Context: an optimization exercise on an open-source flow, tuned for small area and a short achievable clock period. The choices shown serve that exercise and are no tape-out recipe.
The RTL was checked by simulation tests, not by an equivalence proof against the original design.
Power is estimated from default activity; no workload was simulated.

==> design/flow/design.v <==
`default_nettype none
`timescale 1ns/100ps
package isaPkg;
    localparam int dataWidth = 32;
    localparam int addrWidth = 32;
    localparam int opWidth   = 4;
    typedef enum logic [opWidth-1:0] {
        opNop  = 0,
        opBeq  = 1,
        opBne  = 2,
        opBlt  = 3,
        opBge  = 4,
        opBltu = 5,
        opBgeu = 6,
        opJal  = 7,
        opJalr = 8
    } branchOp;
endpackage
`default_nettype wire
`default_nettype none
`timescale 1ns/100ps
package rsPkg;
    localparam int tagWidth = 5;
    localparam logic [tagWidth-1:0] tagFree = '0;
    localparam logic [31:0] dataFree = '0;
    localparam int defaultRsSize = 4;
endpackage
`default_nettype wire
`default_nettype none
`timescale 1ns/100ps
module branchRsCtrl #(
    parameter int rsSize = rsPkg::defaultRsSize
) (
    input  logic              clk,
    input  logic              rst,
    input  logic              dispatchEn,
    input  logic [rsSize-1:0] slotEmpty,
    input  logic [rsSize-1:0] slotReady,
    output logic [rsSize-1:0] allocOneHot,
    output logic [rsSize-1:0] issueOneHot,
    output logic              issueEn,
    output logic [rsSize-1:0] freeSlots
);
    localparam int countWidth = $clog2(rsSize + 1);
    logic [countWidth-1:0] occupiedCount;
    function automatic logic [rsSize-1:0] lowestSet(input logic [rsSize-1:0] vec);
        logic [rsSize-1:0] twos;
        twos = ~vec + {{(rsSize-1){1'b0}}, 1'b1};
        lowestSet = vec & twos;
    endfunction
    always_comb begin
        if (dispatchEn) begin
            allocOneHot = lowestSet(slotEmpty);
        end else begin
            allocOneHot = '0;
        end
    end
    assign issueOneHot = lowestSet(slotReady);
    assign issueEn     = |slotReady;
    assign freeSlots = slotEmpty;
    always_ff @(posedge clk) begin
        if (rst) begin
            occupiedCount <= '0;
        end else begin
            occupiedCount <= occupiedCount
                           + {{(countWidth-1){1'b0}}, |allocOneHot}
                           - {{(countWidth-1){1'b0}}, |issueOneHot};
        end
    end
endmodule
`default_nettype wire
`default_nettype none
`timescale 1ns/100ps
module branchRsEntries #(
    parameter int rsSize = rsPkg::defaultRsSize
) (
    input  logic                          clk,
    input  logic                          rst,
    input  logic [rsSize-1:0]             allocOneHot,
    input  logic [rsSize-1:0]             issueOneHot,
    input  isaPkg::branchOp               dispatchOp,
    input  logic [isaPkg::dataWidth-1:0]  dispatchDataO,
    input  logic [isaPkg::dataWidth-1:0]  dispatchDataT,
    input  logic [isaPkg::dataWidth-1:0]  dispatchImm,
    input  logic [isaPkg::addrWidth-1:0]  dispatchPc,
    input  logic [rsPkg::tagWidth-1:0]    dispatchTagO,
    input  logic [rsPkg::tagWidth-1:0]    dispatchTagT,
    input  logic [rsPkg::tagWidth-1:0]    dispatchDest,
    input  logic                          aluWrtEn,
    input  logic                          lsWrtEn,
    input  logic [rsPkg::tagWidth-1:0]    aluTag,
    input  logic [rsPkg::tagWidth-1:0]    lsTag,
    input  logic [isaPkg::dataWidth-1:0]  aluData,
    input  logic [isaPkg::dataWidth-1:0]  lsData,
    output logic [rsSize-1:0]             slotEmpty,
    output logic [rsSize-1:0]             slotReady,
    output isaPkg::branchOp               issueOp,
    output logic [isaPkg::dataWidth-1:0]  issueDataO,
    output logic [isaPkg::dataWidth-1:0]  issueDataT,
    output logic [isaPkg::dataWidth-1:0]  issueImm,
    output logic [isaPkg::addrWidth-1:0]  issuePc,
    output logic [rsPkg::tagWidth-1:0]    issueDest
);
    localparam int tw = rsPkg::tagWidth;
    localparam int dw = isaPkg::dataWidth;
    isaPkg::branchOp          slotOp    [rsSize];
    logic [dw-1:0]            slotDataO [rsSize];
    logic [dw-1:0]            slotDataT [rsSize];
    logic [tw-1:0]            slotTagO  [rsSize];
    logic [tw-1:0]            slotTagT  [rsSize];
    logic [dw-1:0]            slotImm   [rsSize];
    logic [isaPkg::addrWidth-1:0] slotPc [rsSize];
    logic [tw-1:0]            slotDest  [rsSize];
    logic [dw-1:0]            nextDataO [rsSize];
    logic [dw-1:0]            nextDataT [rsSize];
    logic [tw-1:0]            nextTagO  [rsSize];
    logic [tw-1:0]            nextTagT  [rsSize];
    function automatic logic [tw+dw-1:0] wake(
        input logic [tw-1:0] tag,
        input logic [dw-1:0] data,
        input logic          aEn,
        input logic [tw-1:0] aTag,
        input logic [dw-1:0] aData,
        input logic          lEn,
        input logic [tw-1:0] lTag,
        input logic [dw-1:0] lData
    );
        if (tag == rsPkg::tagFree) begin
            wake = {tag, data};
        end else if (aEn && tag == aTag) begin
            wake = {rsPkg::tagFree, aData};
        end else if (lEn && tag == lTag) begin
            wake = {rsPkg::tagFree, lData};
        end else begin
            wake = {tag, data};
        end
    endfunction
    always_comb begin
        for (int i = 0; i < rsSize; i++) begin
            slotEmpty[i] = slotOp[i] == isaPkg::opNop;
            slotReady[i] = slotOp[i] != isaPkg::opNop && slotTagO[i] == rsPkg::tagFree
                           && slotTagT[i] == rsPkg::tagFree;
        end
    end
    always_comb begin
        for (int i = 0; i < rsSize; i++) begin
            {nextTagO[i], nextDataO[i]} = wake(
                allocOneHot[i] ? dispatchTagO : slotTagO[i],
                allocOneHot[i] ? dispatchDataO : slotDataO[i],
                aluWrtEn, aluTag, aluData, lsWrtEn, lsTag, lsData);
            {nextTagT[i], nextDataT[i]} = wake(
                allocOneHot[i] ? dispatchTagT : slotTagT[i],
                allocOneHot[i] ? dispatchDataT : slotDataT[i],
                aluWrtEn, aluTag, aluData, lsWrtEn, lsTag, lsData);
        end
    end
    always_ff @(posedge clk) begin
        if (rst) begin
            for (int i = 0; i < rsSize; i++) begin
                slotOp[i]    <= isaPkg::opNop;
                slotTagO[i]  <= rsPkg::tagFree;
                slotTagT[i]  <= rsPkg::tagFree;
                slotDataO[i] <= rsPkg::dataFree;
                slotDataT[i] <= rsPkg::dataFree;
            end
        end else begin
            for (int i = 0; i < rsSize; i++) begin
                if (allocOneHot[i]) begin
                    slotOp[i] <= dispatchOp;
                end else if (issueOneHot[i]) begin
                    slotOp[i] <= isaPkg::opNop;
                end
                if (allocOneHot[i] || !slotEmpty[i]) begin
                    slotTagO[i]  <= nextTagO[i];
                    slotTagT[i]  <= nextTagT[i];
                    slotDataO[i] <= nextDataO[i];
                    slotDataT[i] <= nextDataT[i];
                end
            end
        end
    end
    always_ff @(posedge clk) begin
        for (int i = 0; i < rsSize; i++) begin
            if (allocOneHot[i]) begin
                slotImm[i]  <= dispatchImm;
                slotPc[i]   <= dispatchPc;
                slotDest[i] <= dispatchDest;
            end
        end
    end
    always_comb begin
        issueOp    = isaPkg::opNop;
        issueDataO = '0;
        issueDataT = '0;
        issueImm   = '0;
        issuePc    = '0;
        issueDest  = '0;
        for (int i = 0; i < rsSize; i++) begin
            if (issueOneHot[i]) begin
                issueOp    = slotOp[i];
                issueDataO = slotDataO[i];
                issueDataT = slotDataT[i];
                issueImm   = slotImm[i];
                issuePc    = slotPc[i];
                issueDest  = slotDest[i];
            end
        end
    end
endmodule
`default_nettype wire
`default_nettype none
`timescale 1ns/100ps
module branchExec (
    input  logic                          clk,
    input  logic                          rst,
    input  logic                          issueEn,
    input  isaPkg::branchOp               issueOp,
    input  logic [isaPkg::dataWidth-1:0]  issueDataO,
    input  logic [isaPkg::dataWidth-1:0]  issueDataT,
    input  logic [isaPkg::dataWidth-1:0]  issueImm,
    input  logic [isaPkg::addrWidth-1:0]  issuePc,
    input  logic [rsPkg::tagWidth-1:0]    issueDest,
    output logic                          resultValid,
    output logic                          resultTaken,
    output logic [rsPkg::tagWidth-1:0]    resultTag,
    output logic [isaPkg::addrWidth-1:0]  resultTarget,
    output logic [isaPkg::addrWidth-1:0]  resultLink
);
    logic                         taken;
    logic [isaPkg::addrWidth-1:0] target;
    logic [isaPkg::addrWidth-1:0] jalrSum;
    assign jalrSum = issueDataO + issueImm;
    always_comb begin
        target = issuePc + issueImm;
        case (issueOp)
            isaPkg::opBeq:  taken = issueDataO == issueDataT;
            isaPkg::opBne:  taken = issueDataO != issueDataT;
            isaPkg::opBlt:  taken = $signed(issueDataO) < $signed(issueDataT);
            isaPkg::opBge:  taken = $signed(issueDataO) >= $signed(issueDataT);
            isaPkg::opBltu: taken = issueDataO < issueDataT;
            isaPkg::opBgeu: taken = issueDataO >= issueDataT;
            isaPkg::opJal:  taken = 1'b1;
            isaPkg::opJalr: begin
                taken  = 1'b1;
                target = {jalrSum[isaPkg::addrWidth-1:1], 1'b0};
            end
            default:        taken = 1'b0;
        endcase
    end
    always_ff @(posedge clk) begin
        if (rst) begin
            resultValid <= 1'b0;
        end else begin
            resultValid <= issueEn;
        end
    end
    always_ff @(posedge clk) begin
        if (issueEn) begin
            resultTaken  <= taken;
            resultTag    <= issueDest;
            resultTarget <= target;
            resultLink   <= issuePc + {{(isaPkg::addrWidth-3){1'b0}}, 3'd4};
        end
    end
endmodule
`default_nettype wire
`default_nettype none
`timescale 1ns/100ps
module branchUnit #(
    parameter int rsSize = rsPkg::defaultRsSize
) (
    input  logic                          clk,
    input  logic                          rst,
    input  logic                          dispatchEn,
    input  logic [isaPkg::opWidth-1:0]    dispatchOp,
    input  logic [isaPkg::dataWidth-1:0]  dispatchDataO,
    input  logic [isaPkg::dataWidth-1:0]  dispatchDataT,
    input  logic [rsPkg::tagWidth-1:0]    dispatchTagO,
    input  logic [rsPkg::tagWidth-1:0]    dispatchTagT,
    input  logic [isaPkg::dataWidth-1:0]  dispatchImm,
    input  logic [isaPkg::addrWidth-1:0]  dispatchPc,
    input  logic [rsPkg::tagWidth-1:0]    dispatchDest,
    input  logic                          aluWrtEn,
    input  logic [rsPkg::tagWidth-1:0]    aluTag,
    input  logic [isaPkg::dataWidth-1:0]  aluData,
    input  logic                          lsWrtEn,
    input  logic [rsPkg::tagWidth-1:0]    lsTag,
    input  logic [isaPkg::dataWidth-1:0]  lsData,
    output logic [rsSize-1:0]             freeSlots,
    output logic                          resultValid,
    output logic [rsPkg::tagWidth-1:0]    resultTag,
    output logic                          resultTaken,
    output logic [isaPkg::addrWidth-1:0]  resultTarget,
    output logic [isaPkg::addrWidth-1:0]  resultLink
);
    logic [rsSize-1:0]             slotEmpty;
    logic [rsSize-1:0]             slotReady;
    logic [rsSize-1:0]             allocOneHot;
    logic [rsSize-1:0]             issueOneHot;
    logic                          issueEn;
    isaPkg::branchOp               issueOp;
    logic [isaPkg::dataWidth-1:0]  issueDataO;
    logic [isaPkg::dataWidth-1:0]  issueDataT;
    logic [isaPkg::dataWidth-1:0]  issueImm;
    logic [isaPkg::addrWidth-1:0]  issuePc;
    logic [rsPkg::tagWidth-1:0]    issueDest;
    branchRsCtrl #(.rsSize(rsSize)) ctrl (
        .clk, .rst, .dispatchEn, .slotEmpty, .slotReady,
        .allocOneHot, .issueOneHot, .issueEn, .freeSlots
    );
    branchRsEntries #(.rsSize(rsSize)) entries (
        .clk, .rst, .allocOneHot, .issueOneHot,
        .dispatchOp(isaPkg::branchOp'(dispatchOp)), .dispatchDataO, .dispatchDataT, .dispatchImm, .dispatchPc,
        .dispatchTagO, .dispatchTagT, .dispatchDest,
        .aluWrtEn, .lsWrtEn, .aluTag, .lsTag, .aluData, .lsData,
        .slotEmpty, .slotReady,
        .issueOp, .issueDataO, .issueDataT, .issueImm, .issuePc, .issueDest
    );
    branchExec exec (
        .clk, .rst, .issueEn, .issueOp, .issueDataO, .issueDataT,
        .issueImm, .issuePc, .issueDest,
        .resultValid, .resultTaken, .resultTag, .resultTarget, .resultLink
    );
endmodule
`default_nettype wire
==> design/flow/run.sh <==
#!/bin/bash
# synth_recipe.tcl (not shown) runs the flow's synth.tcl, then flattens the netlist and writes it again
# the make line also repeats each setting of config.mk as NAME=value (left out here)
make -C /OpenROAD-flow-scripts/flow DESIGN_CONFIG=/design/flow/config.mk WORK_HOME=/design/flow/orfs CLKGATE_MAP_FILE= SYNTH_SCRIPT=/design/flow/synth_recipe.tcl finish
==> design/flow/config.mk <==
export PLATFORM = sky130hd
export DESIGN_NAME = branchUnit
export DESIGN_NICKNAME = branchUnit
export VERILOG_FILES = /design/flow/design.v
export SDC_FILE = /design/flow/constraint.sdc
export NUM_CORES = 4
export LEC_CHECK = 0
export CAP_MARGIN = 20
export CORE_MARGIN = 2
export CORE_UTILIZATION = 40
export SLEW_MARGIN = 20
==> design/flow/constraint.sdc <==
create_clock -name core_clock -period 6.0 [get_ports {clk}]
set_input_delay 1.2000 -clock core_clock [delete_from_list [all_inputs] [get_ports {clk}]]
set_output_delay 1.2000 -clock core_clock [all_outputs]
set_load 0.01 [all_outputs]
==> results_dict.tcl <==
set metrics [dict create \
    crit_buf_inv 6 \
    die_h_um 313.6 \
    period_share_pct 96.92 \
    arrival_ns 6.22 \
    worst_pin_slew_ns 1.187 \
    crit_chain "or4_1, inv_6, nor4_4, buf_4, buf_4, nor4_4, buf_12, buf_6, buf_6, a221oi_1, ha_1, a21o_1, a21o_1, a21o_1, a21o_1, a211o_1, a221o_1, a221o_1, a2111o_1, a211oi_2, a41o_1, nand3_1, o211a_1" \
    peakVddDrop_mv 0.2606 \
    place_congestion 0.9516 \
    crit_family "compound AO/OA/AOI/OAI gates" \
    power.leakage_nw 15.63 \
    ys_ff_latch 659 \
    synth-seq-area-share_pct 43.44 \
    syn_nets 4630 \
    grt_max_degree 140 \
    ys_types 83 \
    firstDrtPassIters 7 \
    synth-edff-count 346 \
    io_buffers 300 \
    yosysWarnings 15 \
    syn_area_per_cell_um2 8.900 \
    detail_route.iter0.violations 4494 \
    area_growth_pct 18.20 \
    grtUsageTotal_pct 29.82 \
    maxSlewHeadroom_pct 19.84 \
    r2r_cells 23 \
    critPathKind "register to register" \
    yosys.area.top_type "edfxtp_1" \
    syn_area_um2 38340 \
    cp-end-kind "register" \
    syn_inst 4308 \
    worst-path-stages 23 \
    setup-tns-final_ns 0 \
    rsz0062_at_grt "no" \
    crit_fanout 14 \
    wl_per_cell_um 26.26 \
    num_vias 36384 \
    hold-path-cell-count 2 \
    worstSetupStartpointType "register" \
    yosys-top-cells-area "edfxtp_1, dfxtp_1, mux2i_1, o21ai_0, a221oi_1" \
    cts_max_path_buffers 3 \
    outcome "timing/DRC/antenna clean" \
    hold_viol_final 0 \
    htree_num_levels 3 \
    hp-class "register to register" \
    num_rows 113 \
    grt_pass1_vias 34047 \
    viasPerCell 6.319 \
    clk_pin_slew_ns 0.06 \
    cts_buffers 75 \
    grt_pass1_wl_um 222900 \
    fin_util_pct 47.70 \
    ys.flop_type "edfxtp_1" \
    antenna_found_initial 4 \
    synth.top_cell.area_share_pct 27.10 \
    max-cap-violations 0 \
    fin_nets 4756 \
    cts_tree "built" \
    drcViolationCount 0 \
    pwr_density_cell_nw_per_um2 426.7 \
    clk_latency_ns 0.66 \
    setup_viol 0 \
    layout-drive-gt1-share_pct 7.482 \
    start_util_pct 40.36 \
    crit_path_max_incr_delay_ns 0.63 \
    worst_slack_ns 0.1851 \
    dpl.hpwl_um 103100 \
    cts.sinks 659 \
    io_pins 301 \
    cp_slowest_cell "or4_1" \
    place_ws_ns 0.2848 \
    fmax_mhz 172.0 \
    synthArstFlopShare_pct 0 \
    clockRootBuffer "clkbuf_16" \
    core_area_um2 95010 \
    skew_ns 0.02903 \
    drv_slew 0 \
    wirelength_um 151200 \
    dieArea_um2 98350 \
    die_w_um 313.6 \
    grt_remaining_overflow 0 \
    critical_path_required_ns 6.40 \
    drtAntennaViolNets 0 \
    path_common_cell "a21o_1" \
    period_needed_ns 5.815 \
]
-- routing by layer --
metal	wire length, µm	global-route usage [%]
met5	13	0
met4	7561	14.40
met3	14470	5.179
met1	62590	40.78
met2	66590	45.68
-- final timing paths --
path	startpoint	endpoint	slack, ns
worst min register to register	entries.slotDataO[3][21]$_SDFFE_PP0P_	entries.slotDataO[3][21]$_SDFFE_PP0P_	0.48
worst max register to register	entries.slotOp[0][3]$_SDFFE_PP0P_	exec.resultTaken$_DFFE_PP_	0.19
worst max-delay path	entries.slotOp[0][3]$_SDFFE_PP0P_	exec.resultTaken$_DFFE_PP_	0.19
worst min-delay path	entries.slotDataO[3][21]$_SDFFE_PP0P_	entries.slotDataO[3][21]$_SDFFE_PP0P_	0.48
-- power breakdown --
| part | total (mW) | internal [mW] | switching [mW] | leakage (nW) |
|---|---|---|---|---|
| Clock | 4.68 | 2.66 | 2.02 | 1.18 |
| Combinational | 8.34 | 3.08 | 5.25 | 8.67 |
| Sequential | 6.32 | 5.83 | 0.489 | 5.78 |
| Total | 19.3 | 11.6 | 7.76 | 15.6 |
-- synth_stat cells (20+ instances only) --
| cell | number |
|---|---|
| o22ai_1 | 118 |
| nand4_1 | 27 |
| a21o_1 | 39 |
| a21oi_1 | 297 |
| mux2i_1 | 215 |
| a221oi_1 | 176 |
| a31oi_1 | 37 |
| a221o_1 | 74 |
| buf_1 | 33 |
| a22oi_1 | 68 |
| dfxtp_1 | 313 |
| clkbuf_1 | 312 |
| nand2_1 | 343 |
| o221ai_1 | 24 |
| xor2_1 | 52 |
| edfxtp_1 | 346 |
| xnor2_1 | 108 |
| nor3_1 | 228 |
| a211oi_1 | 38 |
| nand2b_1 | 20 |
| and2_1 | 27 |
| buf_2 | 52 |
| nor2_1 | 395 |
| o21ai_0 | 345 |
| nand3_1 | 250 |
| nor4_1 | 24 |
| inv_1 | 44 |
| ha_1 | 94 |
-- flip-flops by register name, summed over array words and instances (netlist names), 5 cells and up --
register and cells:
exec.resultTarget 32, entries.slotDest 20, exec.resultLink 32, exec.resultTag 5
entries.slotDataO 128, entries.slotTagO 20, entries.slotDataT 128, entries.slotImm 128
entries.slotOp 16, entries.slotPc 128, entries.slotTagT 20
-- worst min-delay path: stages, from the launching register on --
cell     delay (ns)
dfxtp_1        0.31
o21ai_0        0.07
a21oi_1        0.06
-- metrics by stage --
step	hold slack, ns	power (mW)	cells	instance area (µm²)
floorplan	0.4494	11.43	4308	38430
finish	0.4767	19.34	5758	45320
global route	0.5018	20.28	5757	45320
detailed placement	0.4677	14.54	5618	42760
CTS	0.4763	19.24	5752	45240
global placement	0.4593	14.45	5617	42760
-- layout make-up --
class | count | area [µm²]
fillers | 8886 | 49690
multi-input cells | 3183 | 19970
well taps | 1265 | 1583
diodes | 2 | 5.005
inverters | 51 | 217.7
clock buffers | 101 | 2014
flip-flops and latches | 659 | 16660
clock inverters | 33 | 460.4
repair buffers | 464 | 4410
-- cells by family (layout without fill, tap and decap cells) --
kind of cell	count (synthesis)	in the layout	synth area share, %
simple gates	1402	1402	16.93
other cells	0	2	0
mux	219	219	5.737
buf+inv	466	649	4.891
compound gates	1306	1306	22.18
xor+xnor	160	160	3.655
flops	659	659	43.44
fa+ha+maj	96	96	3.172
-- placed cells by master, fill, tap and decap left out, types with 19 or more instances in the layout --
cell type	count
dfxtp_1	313
clkbuf_1	22
a31oi_1	36
edfxtp_1	346
nand2_1	341
o221ai_1	24
nand4_1	27
a221o_1	74
nand3_1	250
ha_1	93
a22oi_1	68
and2_1	27
o21ai_0	345
xor2_1	52
nor2_1	393
clkdlybuf4s50_1	299
inv_1	44
buf_4	147
clkbuf_16	76
nand2b_1	19
xnor2_1	108
a21oi_1	293
nor4_1	19
a221oi_1	173
o22ai_1	117
nor3_1	227
a21o_1	39
mux2i_1	215
a211oi_1	37
-- repair_timing --
action | in CTS | in global routing
gates resized for setup | 0 | 8
setup endpoints to repair | 0 | 2
buffers inserted | 0 | 3
hold buffers | 0 | 0

-- re-timing with driven ports --
Ports are ideal in the flow. The routed layout listed here was re-timed in OpenROAD. Step 1, drivers: a clkbuf_16 drives clk and a buf_2 each remaining input, both assumed. Step 2, shift: input delay + t, output delay - t, t = (earliest + latest rising clock arrival at the registers) / 2. This alone moves slack from input paths to output paths. a / b / c = ideal ports / drivers / drivers and shift; a / b = the first two.
shift t [ns]: 0.716
setup slack, ns: 0.185 / 0.185 / 0.185
clock arrival spread, ns: 0.034 / 0.035
After both steps setup and hold are still met in this run. The setup slack of this run moves by 0.000 ns with the drivers and by 0.000 ns with both steps.
